This design comes from an exercise in tuning for small area, a short achievable clock period and few clock cycles per item on the open sky130 flow, not from production work.
The RTL was checked by simulation tests, not by an equivalence proof against the original design.
Power figures rest on the tool's default switching activity, not on a simulated workload.

## flow/run.sh

```bash
#!/bin/bash
# synth_recipe.tcl (not shown) runs the flow's synth.tcl, then flattens the netlist and writes it again
# the make line also repeats each setting of config.mk as NAME=value (left out here)
make -C /OpenROAD-flow-scripts/flow DESIGN_CONFIG=/design/flow/config.mk WORK_HOME=/design/flow/orfs CLKGATE_MAP_FILE= SYNTH_SCRIPT=/design/flow/synth_recipe.tcl finish
```

## flow/config.mk

```make
export PLATFORM = sky130hd
export DESIGN_NAME = edf_sched_top
export DESIGN_NICKNAME = edf_sched_top
export VERILOG_FILES = /design/flow/design.v
export SDC_FILE = /design/flow/constraint.sdc
export NUM_CORES = 4
export LEC_CHECK = 0
export CAP_MARGIN = 20
export CORE_MARGIN = 2
export CORE_UTILIZATION = 50
export SETUP_SLACK_MARGIN = 5
export SLEW_MARGIN = 20
export TNS_END_PERCENT = 100
```

## flow/constraint.sdc

```tcl
create_clock -name core_clock -period 10.0 [get_ports {clk_i}]
set_input_delay 2.0000 -clock core_clock [delete_from_list [all_inputs] [get_ports {clk_i}]]
set_output_delay 2.0000 -clock core_clock [all_outputs]
set_load 0.01 [all_outputs]
```

## flow/design.v

```verilog
package edf_pkg;
  localparam int unsigned NUM_SLOTS = 8;
  localparam int unsigned DATA_W    = 16;
  localparam int unsigned SLACK_W   = 17;
endpackage
module edf_sched_top
(
  input  logic        clk_i,
  input  logic        rst_ni,
  input  logic        req_valid_i,
  output logic        req_ready_o,
  input  logic        req_op_i,
  input  logic [2:0]  req_task_slot_i,
  input  logic [15:0] req_exec_time_i,
  input  logic [15:0] req_period_ticks_i,
  input  logic [15:0] req_rel_deadline_i,
  output logic        rsp_valid_o,
  input  logic        rsp_ready_i,
  output logic        rsp_cpu_busy_o,
  output logic [2:0]  rsp_running_slot_o,
  input  logic        cfg_we_i,
  input  logic [3:0]  cfg_wdata_i
);
  localparam int N = 8;
  function automatic logic slack_lt(input logic [16:0] a, input logic [16:0] b);
    logic [16:0] x, y;
    logic        lt, eq;
    x  = {~a[16], a[15:0]};
    y  = {~b[16], b[15:0]};
    lt = 1'b0;
    eq = 1'b1;
    for (int k = 16; k >= 0; k = k - 1) begin
      lt = lt | (eq & ~x[k] & y[k]);
      eq = eq & ~(x[k] ^ y[k]);
    end
    slack_lt = lt;
  endfunction
  function automatic logic [15:0] dec16(input logic [15:0] a);
    logic [15:0] y;
    y[0] = ~a[0];
    for (int k = 1; k < 16; k = k + 1) begin
      y[k] = a[k] ^ ~|(a & ((1 << k) - 1));
    end
    dec16 = y;
  endfunction
  function automatic logic [16:0] dec17(input logic [16:0] a);
    logic [16:0] y;
    y[0] = ~a[0];
    for (int k = 1; k < 17; k = k + 1) begin
      y[k] = a[k] ^ ~|(a & ((1 << k) - 1));
    end
    dec17 = y;
  endfunction
  logic        ready_q;
  logic        tick_q;        
  logic [7:0]  upd_q;         
  logic [7:0]  ld_q;          
  logic [3:0]  tc_q;
  logic acc, acc_load, acc_tick;
  assign acc      = req_valid_i & ready_q;
  assign acc_load = acc & ~req_op_i;
  assign acc_tick = acc &  req_op_i;
  logic tick;
  assign tick = tick_q;
  logic signed [16:0] k_new;
  assign k_new = (req_period_ticks_i == 16'd0)
               ? $signed({1'b0, req_rel_deadline_i})
               : $signed({1'b0, req_rel_deadline_i} - {1'b0, req_period_ticks_i} + 17'd1);
  logic [15:0]        e_q [N];
  logic [15:0]        d_q [N];
  logic signed [16:0] k_q [N];
  logic [15:0]        w_q [N];
  logic signed [16:0] s_q [N];
  logic signed [16:0] s_d [N];
  logic [N-1:0]       nz_q;    
  logic [N-1:0]       rel_q;   
  logic [N-1:0] active, elig, win;
  for (genvar i = 0; i < N; i++) begin : g_act
    assign active[i] = tc_q[3] | (tc_q[2:0] > 3'(i));
    assign elig[i]   = active[i] & nz_q[i];
  end
  logic [N-1:0] le_q [N];
  for (genvar i = 0; i < N; i++) begin : g_cmp_i
    for (genvar j = 0; j < N; j++) begin : g_cmp_j
      if (i < j) begin : g_lt
        always_ff @(posedge clk_i) le_q[i][j] <= ~slack_lt(s_d[j], s_d[i]);
      end else begin : g_ge
        assign le_q[i][j] = 1'b0;
      end
    end
  end
  for (genvar i = 0; i < N; i++) begin : g_win
    logic [N-1:0] beat;
    for (genvar j = 0; j < N; j++) begin : g_b
      if (j < i) begin : g_lo
        assign beat[j] = ~elig[j] | ~le_q[j][i];
      end else if (j > i) begin : g_hi
        assign beat[j] = ~elig[j] | le_q[i][j];
      end else begin : g_me
        assign beat[j] = elig[i];
      end
    end
    assign win[i] = &beat;
  end
  logic       busy;
  logic [2:0] slot;
  assign busy = |elig;
  assign slot = {win[4] | win[5] | win[6] | win[7],
                 win[2] | win[3] | win[6] | win[7],
                 win[1] | win[3] | win[5] | win[7]};
  for (genvar i = 0; i < N; i++) begin : g_slot
    logic wr, ld, upd, rel, rst;
    logic [15:0] w_dec;
    logic [16:0] s_dec;
    assign wr    = acc_load & (req_task_slot_i == 3'(i));
    assign ld    = ld_q[i];
    assign upd   = upd_q[i];
    assign rel   = rel_q[i];
    assign rst   = ld | (upd & rel);
    assign w_dec = dec16(w_q[i]);
    assign s_dec = dec17(s_q[i]);
    always_comb begin
      if (rst)      s_d[i] = $signed({1'b0, d_q[i]});
      else if (upd) s_d[i] = $signed(s_dec);
      else          s_d[i] = s_q[i];
    end
    always_ff @(posedge clk_i) begin
      if (wr) begin
        e_q[i] <= req_exec_time_i;
        d_q[i] <= req_rel_deadline_i;
        k_q[i] <= k_new;
      end
      s_q[i]   <= s_d[i];
      rel_q[i] <= (s_d[i] == k_q[i]);
      ld_q[i]  <= wr;
      upd_q[i] <= acc_tick & active[i];
      if (rst) begin
        w_q[i]  <= e_q[i];
        nz_q[i] <= (e_q[i] != 16'd0);
      end else if (upd && win[i]) begin
        w_q[i]  <= w_dec;
        nz_q[i] <= (w_q[i] != 16'd1);
      end
    end
  end
  logic [1:0] cnt_q, cnt_d;
  logic [3:0] m_q [3];
  logic       ov_q;
  logic       pop;
  logic [3:0] res;
  assign res   = {busy, slot};
  assign pop   = ov_q & rsp_ready_i;
  assign cnt_d = cnt_q + 2'(tick) - 2'(pop);
  always_ff @(posedge clk_i) begin
    for (int k = 0; k < 3; k++) begin
      if (pop) begin
        if (tick && (2'(k) == cnt_q - 2'd1)) m_q[k] <= res;
        else if (k < 2)                      m_q[k] <= m_q[k+1];
      end else if (tick && (2'(k) == cnt_q)) begin
        m_q[k] <= res;
      end
    end
  end
  always_ff @(posedge clk_i or negedge rst_ni) begin
    if (!rst_ni) begin
      ready_q   <= 1'b1;
      tick_q    <= 1'b0;
      cnt_q     <= 2'd0;
      ov_q      <= 1'b0;
      tc_q      <= 4'd0;
    end else begin
      tick_q    <= acc_tick;
      cnt_q     <= cnt_d;
      ov_q      <= (cnt_d != 2'd0);
      ready_q   <= ({1'b0, cnt_d} + {2'b0, acc & req_op_i}) < 3'd3;
      if (cfg_we_i) tc_q <= cfg_wdata_i;
    end
  end
  assign req_ready_o        = ready_q;
  assign rsp_valid_o        = ov_q;
  assign rsp_cpu_busy_o     = m_q[0][3];
  assign rsp_running_slot_o = m_q[0][2:0];
endmodule
```

==> results of run 1 <==
-- Yosys cell counts (all sizes together) (31+ instances only) --
cell type | count | area share, %
edfxtp | 540 | 41
nand2 | 343 | 3.2
nor2 | 316 | 3.0
o21ai | 290 | 3.7
xnor2 | 277 | 6.1
inv | 242 | 2.3
dfxtp | 188 | 9.5
a21oi | 174 | 2.2
maj3 | 146 | 3.7
clkbuf | 138 | 1.3
ha | 135 | 4.3
nor4 | 94 | 1.5
xor2 | 80 | 1.8
nor3 | 76 | 0.97
a21o | 59 | 1.1
o22ai | 53 | 0.84
buf | 47 | 0.62
nand3 | 47 | 0.59
a31oi | 44 | 0.71
o21a | 35 | 0.66
a22oi | 33 | 0.62
nand4 | 33 | 0.52
a211oi | 31 | 0.64
-- sequential cells by signal (all words and copies together), names as in the netlist, 2 cells and up --
register  flops
cnt_q         2
nz_q          8
d_q         128
tc_q          4
k_q         136
le_q         28
e_q         128
m_q          12
w_q         128
s_q         136
upd_q         8
rel_q         8
ld_q          8
-- cell type report --
class	count	area share [%]
timing repair buffer	162	3.077
clock inverter	46	1.079
sequential	737	45.26
antenna	1	0.005604
tap	1050	2.942
multi-input combinational	2663	40.37
inverter	271	2.315
clock buffer	103	4.951
-- worst max path at each step --
stage                          start          to  slack [ps]  cells after the start
3_3_place_gp   req_rel_deadline_i[1]  k_q[0][15]        3670                     19
5_1_grt                     upd_q[5]  le_q[4][5]        4830                     14
2_1_floorplan  req_rel_deadline_i[1]  k_q[0][15]        5010                     18
3_5_place_dp   req_rel_deadline_i[1]  k_q[1][15]        3590                     19
4_1_cts        req_rel_deadline_i[5]  k_q[1][15]        5010                     13
6_report                    rel_q[5]  le_q[0][5]        5030                     12
-- layer usage --
layer / track usage, % / vias up
met1: 43.01 / 15304
met5: 0 / -
li1: - / 14261
met3: 5.263 / 376
met2: 53.10 / 1494
met4: 19.69 / 2
-- metrics by stage --
| stage | instance area, um2 | cells | setup slack, ps | hold WS (ps) |
|---|---|---|---|---|
| after floorplan | 39710 | 3856 | 5013 | 511.9 |
| after global placement | 41660 | 4868 | 3670 | 529.6 |
| after detailed placement | 41660 | 4868 | 3588 | 536.6 |
| after CTS | 44480 | 5028 | 5007 | 554.4 |
| after global routing | 44650 | 5032 | 4829 | 569.6 |
| final | 44650 | 5033 | 5027 | 550.3 |
-- power breakdown --
group,total (W),switching [W],internal [W]
logic,0.00608,0.00399,0.00209
registers,0.00406,0.000323,0.00374
clock network,0.00305,0.00128,0.00178
total,0.0132,0.00559,0.00761
-- what timing repair did --
item,4_1_cts,5_1_grt
pin swaps,15,13
resized for setup,27,40
setup buffers,11,3
setup endpoints to repair,62,65
hold buffers,0,0
-- cells by family (layout without fill, tap and decap cells) --
logic type,count (synthesis),count (layout)
flip-flops,737,737
other,0,1
AND/OR/NAND/NOR,1064,1064
XOR/XNOR,357,357
multiplexers,12,12
buffers and inverters,456,582
adder cells (fa/ha/maj),282,282
AO/OA/AOI/OAI,948,948
-- tightest hold or removal path: stages, from the launching register on --
cell,delay [ps]
edfxtp_1,340
nand2_1,50
o21ai_0,60
==> impl_metrics.toml, run 1 <==
[timing]
finalCritPeriodShare_pct = 49.73
relSlewSlack_pct = 22.55
fin_crit_ps = 4973
finalSetupTns_ps = 0
worst_slew_pin_slew_ps = 1133
slew_viol_final = 0
final_hold_viol_count = 0
fin_skew_ps = 29.20
setup_viol = 0
fmax_mhz = 201.1
grt_setup_unrepaired = "true"

[detailed_routing]
routedLengthMet1_um = 54830
firstDrtPassIters = 6
routedWlPerCell_um = 27.36
wl_met2_um = 62590
dr_wl_met3_um = 11020
vias = 31437
postRouteAntennaNets = 0
avgViaCountPerCell = 6.246
finalWirelength_um = 137700
highest_layer = "met5"
drtIter0Drc = 3521
drcViolationCount = 0

[global_route]
grt_pass1_wl_um = 199000
antenna_found_initial = 3
grt.overflow.total = 0
grt_usage_pct = 33.29
grt_max_degree = 51
grt_pass1_vias = 30237

[finish]
layout_commonest_cell = "edfxtp_1"
multiInputGateArea_mm2 = 0.01803
layout-drive-gt1-share_pct = 9.744
layout_common_cells = "540 x edfxtp_1, 343 x nand2_1, 305 x nor2_1"
post-route-util_pct = 56.71
fill_cells = 6929
sequential_cell_area_mm2 = 0.02021
area_delta_synth_final_pct = 12.51
nNetsFinal = 4112

[placement]
gpl.final_weighted_congestion = 1.018
io_buffer_count = 66
dpl.hpwl_um = 98740

[power_and_ir_drop]
power.leakage_nw = 15.72
total_power_w = 0.01320
power_density_mw_per_mm2 = 295.5
ir_drop_uv = 157.3

[setup_path]
r2r-start = "rel_q[5]"
cp_top_family = "compound AO/OA/AOI/OAI gates"
start_kind = "register"
crit_path_max_fanout = 19
r2r_end = "le_q[0][5]"
cp_slowest_cell = "dfxtp_1"
r2r_slack_ps = 5030
critPathCaptureType = "register"
slowest_delay_ps = 780
reg2reg_depth = 12
worst-endpoint-arrival_ps = 5490
cp.required_ps = 10510
crit_buf_inv = 0
crit_top_cell = "maj3_1"
criticalPathCategory = "register to register"
cp_cell_sequence = "o21ai_0, a21oi_1, a2bb2oi_2, a21oi_1, maj3_1, maj3_1, maj3_1, maj3_1, maj3_1, o21ai_0, a31oi_1, a21oi_1"

[clock_tree]
cts.htree.levels = 3
cts_buffers = 80
cts_sinks = 737
clk_pin_slew_ps = 60
insertion_delay_ps = 660
cts_tree = "built"
clk_path_buf_depth = 3
root_buffer = "clkbuf_16"

[synth]
ys_seq_elements = 737
synth_top_family_by_area = "compound AO/OA/AOI/OAI gates"
syn-mean-instance-area_um2 = 10.29
ys_async_sr_fraction_pct = 1.221
synth_adder_area_share_pct = 8.052
synth_compound_area_share_pct = 15.64
synth_warnings = 44
syn_nets = 4053
synth.cell_area_mm2 = 0.03969
synth_cells = 3856
ys_seq_area_share_pct = 50.91
synth_simple_gate_area_share_pct = 12.65
synth.distinct_cells = 101
synth_edf_count = 540
ys.flop_type = "edfxtp_1"
synth_xor_area_share_pct = 7.897
synthMuxAreaShare_pct = 0.3342

[floorplan]
coreArea_mm2 = 0.07874
num_rows = 103
die_x_um = 285.7
die_h_um = 285.7
start_util_pct = 50.40
ios = 67
die-area_mm2 = 0.08164

[job]
maxCapViolations = 0

[min_path]
min_to = "w_q[0][3]"
worstHoldStart = "e_q[0][3]"
holdPathStages = 2
min_path_type = "register to register"

[outcome]
status = "no timing/DRC/antenna violations"
Testbench counts, summed over its fixed seeds: cycles 9,728, ticks 8,624.
==> run 2, diff against run 1 <==
==> flow/flow/run.sh (new file) <==
#!/bin/bash
# Standard ORFS layout, with timing repair aiming for 6 ns of setup slack.
set -euo pipefail
bash standard.sh SETUP_SLACK_MARGIN=6 finish > standard_flow.log 2>&1
==> flow/standard.sh (new file) <==
#!/bin/bash
# synth_recipe.tcl (not shown) runs the flow's synth.tcl, then flattens the netlist and writes it again
# the make line also repeats each setting of config.mk as NAME=value (left out here)
make -C /OpenROAD-flow-scripts/flow DESIGN_CONFIG=/design/flow/config.mk WORK_HOME=/design/flow/orfs CLKGATE_MAP_FILE= SYNTH_SCRIPT=/design/flow/synth_recipe.tcl "${@:-finish}"
--- a/flow/config.mk
+++ b/flow/config.mk
@@ -8,6 +8,5 @@
 export CAP_MARGIN = 20
 export CORE_MARGIN = 2
 export CORE_UTILIZATION = 50
-export SETUP_SLACK_MARGIN = 5
 export SLEW_MARGIN = 20
 export TNS_END_PERCENT = 100
removed: flow/run.sh
==> impl_metrics.toml, run 2 <==
[finish]
fin_area_mm2 = 0.04767
area_delta_synth_final_pct = 20.11
post-route-util_pct = 60.54
fin_cells = 5176
nNetsFinal = 4254
layout_commonest_cell = "edfxtp_1"
largestRegisters = "k_q: 136 flops, s_q: 136 flops"
layout-drive-gt1-share_pct = 20.64
layout_common_cells = "540 x edfxtp_1, 335 x nand2_1, 295 x nor2_1"

[placement]
gpl.final_weighted_congestion = 1.037
dpl.hpwl_um = 98520
place_ws_ps = 3783
io_buffer_count = 66
place_area_mm2 = 0.04177
place_inst = 4865

[outcome]
status = "no timing/DRC/antenna violations"

[floorplan]
die_h_um = 285.7
start_util_pct = 50.40
num_rows = 103
ios = 67
die-area_mm2 = 0.08164
die_x_um = 285.7
coreArea_mm2 = 0.07874

[detailed_routing]
drcViolationCount = 0
routedWlPerCell_um = 27.44
drtIter0Drc = 3747
firstDrtPassIters = 8
finalWirelength_um = 142000
vias = 32408
postRouteAntennaNets = 0
avgViaCountPerCell = 6.261

[clock_tree]
clk_pin_slew_ps = 60
holdBufCountCts = 0
root_buffer = "clkbuf_16"
cts_buffers = 79
cts.htree.levels = 3
cts_sinks = 737
insertion_delay_ps = 660
cts_tree = "built"
clk_path_buf_depth = 3

[global_route]
grt_usage_pct = 33.94
grt_max_degree = 51
grtUsageMet3_pct = 5.056
busiest_layer = "met2"
grt_pass1_wl_um = 201900
use_met1_pct = 43.42
grt_use_met2_pct = 55.09
antenna_found_initial = 4
grt.overflow.total = 0
grt_pass1_vias = 30700

[synth]
synth.area.top_cells = "edfxtp_1 41%, dfxtp_1 9.5%, xnor2_1 6.1%"
ys_top_cells_by_count = "540 x edfxtp_1, 343 x nand2_1, 313 x nor2_1"
synth_cells = 3856
synth_top_family_by_area = "compound AO/OA/AOI/OAI gates"
synth_warnings = 44
synth_compound_area_share_pct = 15.64
synth_xor_area_share_pct = 7.897
synth.cell_area_mm2 = 0.03969
synth_adder_area_share_pct = 8.052
netlist.area_leader.share_pct = 40.86
synth_edf_count = 540
synth_most_common_cell = "edfxtp_1"
syn_nets = 4053
ys_async_sr_fraction_pct = 1.221
synth.distinct_cells = 101
synth_simple_gate_area_share_pct = 12.65
ys_seq_area_share_pct = 50.91
ys_seq_elements = 737
syn-mean-instance-area_um2 = 10.29
synthMuxAreaShare_pct = 0.3342
yosys.area.top_type = "edfxtp_1"
ys.flop_type = "edfxtp_1"

[timing]
slew_viol_final = 0
final_hold_viol_count = 0
fin_skew_ps = 29.64
fin_ws_ps = 5537
fmax_mhz = 224.1
fin_crit_ps = 4463
finalCritPeriodShare_pct = 44.63
finalSetupTns_ps = 0
worst_slew_pin_slew_ps = 1096
grt_setup_unrepaired = "true"
relSlewSlack_pct = 26.50
setup_viol = 0

[setup_path]
start_kind = "input port"
cp.required_ps = 10390
criticalPathCategory = "input port to register"
r2r_end = "le_q[2][5]"
reg2reg_depth = 15
crit_path_max_fanout = 8
critPathCaptureType = "register"
r2r_slack_ps = 5940
worst-endpoint-arrival_ps = 4850
worstSetupEndpoint = "k_q[5][15]"
r2r-start = "s_q[2][0]"
worstSetupStartpoint = "req_rel_deadline_i[1]"

[min_path]
min_path_type = "register to register"

[power_and_ir_drop]
ir_drop_uv = 147.2
power_density_mw_per_mm2 = 301.0
power.leakage_nw = 16.68

[job]
maxCapViolations = 0
## run 2: kinds of logic after synthesis
| kind of cell | count (synthesis) |
|---|---|
| xor+xnor | 357 |
| simple gates | 1064 |
| mux | 12 |
| flops | 737 |
| buf+inv | 456 |
| fa+ha+maj | 282 |
| compound gates | 948 |
## run 2: cell type report
cell class              instances  area, um2
repair buffers                305       2611
well taps                    1050       1314
flip-flops and latches        737      20250
clock buffers                 113       2321
diodes                          3      7.507
clock inverters                34      410.4
multi-input cells            2663      19560
inverters                     271       1195
fillers                      6601      31070
## run 2: metrics by stage
step / hold slack [ps] / power (W)
finish: 517.8 / 0.01435
global route: 532.4 / 0.01482
CTS: 550.3 / 0.01352
detailed placement: 538.2 / 0.009907
global placement: 531.0 / 0.009878
floorplan: 511.9 / 0.007912
## run 2: timing repair
action,CTS,global route
setup endpoints to repair,156,108
hold endpoints to repair,0,0
pin swaps,51,112
gates cloned,0,0
resized for setup,301,247
setup buffers,83,78
## run 2: layer usage
metal  wire length [um]  part of all wire (%)  vias up
li1                   -                     -    14540
met1              55240                    39    15715
met2              65040                    46     1707
met3              12300                   8.7      446
met4               9447                   6.7        0
met5                  0                     0        -
## run 2: report_power, final
| part | switching [W] | leakage (nW) | internal [W] |
|---|---|---|---|
| sequential | 0.000365 | 6.55 | 0.00374 |
| combinational | 0.00443 | 8.80 | 0.00272 |
| clock | 0.00126 | 1.33 | 0.00183 |
| total | 0.00606 | 16.7 | 0.00829 |
## run 2: worst min path at each step
stage,cells past startpoint,start,end,slack (ps)
finish,2,d_q[2][9],s_q[2][9],520
global route,2,d_q[2][9],s_q[2][9],530
CTS,2,e_q[0][2],w_q[0][2],550
floorplan,2,k_q[1][16],rel_q[1],510
detailed placement,1,m_q[2][3],m_q[1][3],540
global placement,1,m_q[2][3],m_q[1][3],530
## run 2: critical path, cell delays in order
cell and delay (ps):
buf_12 110, inv_12 40, ha_4 190, inv_4 50, ha_4 130, inv_2 40, fa_2 370, nor2b_2 130
o21ai_2 80, a21boi_2 160, o21ai_2 90, a21boi_2 160, o21ai_2 90, a21boi_2 170, o21a_1 200, o21ai_4 80
a2111oi_4 390, o21ai_1 120, a31o_4 260

-- what the ideal ports hide --
Ports are ideal in the flow. The routed layouts listed here were re-timed in OpenROAD. Step 1 assumes that a clkbuf_16 drives the clock port and a buf_2 every other input. Step 2 moves the port delays by t, midway between the first and last clock arrival at a register: inputs arrive t later, outputs are due t later. That takes back most of the time a late clock gives input paths. a / b / c = ideal ports / drivers / drivers and shift; a / b = the first two.
| run | shift t [ns] | setup WS [ns] | slew at the worst register clock pin (ns) | worst slew at a driven data input, ns | pins driven straight from the clock port |
|---|---|---|---|---|---|
| run 1 | 0.710 | 5.027 / 5.027 / 4.518 | 0.07 / 0.07 | 0.10 | 1 |
| run 2 | 0.708 | 5.537 / 5.552 / 4.844 | 0.07 / 0.07 | 0.08 | 1 |
After both steps every run listed still meets setup and hold. The setup slack of run 2, which loses most, moves by +0.015 ns with the drivers and by -0.693 ns with both steps.
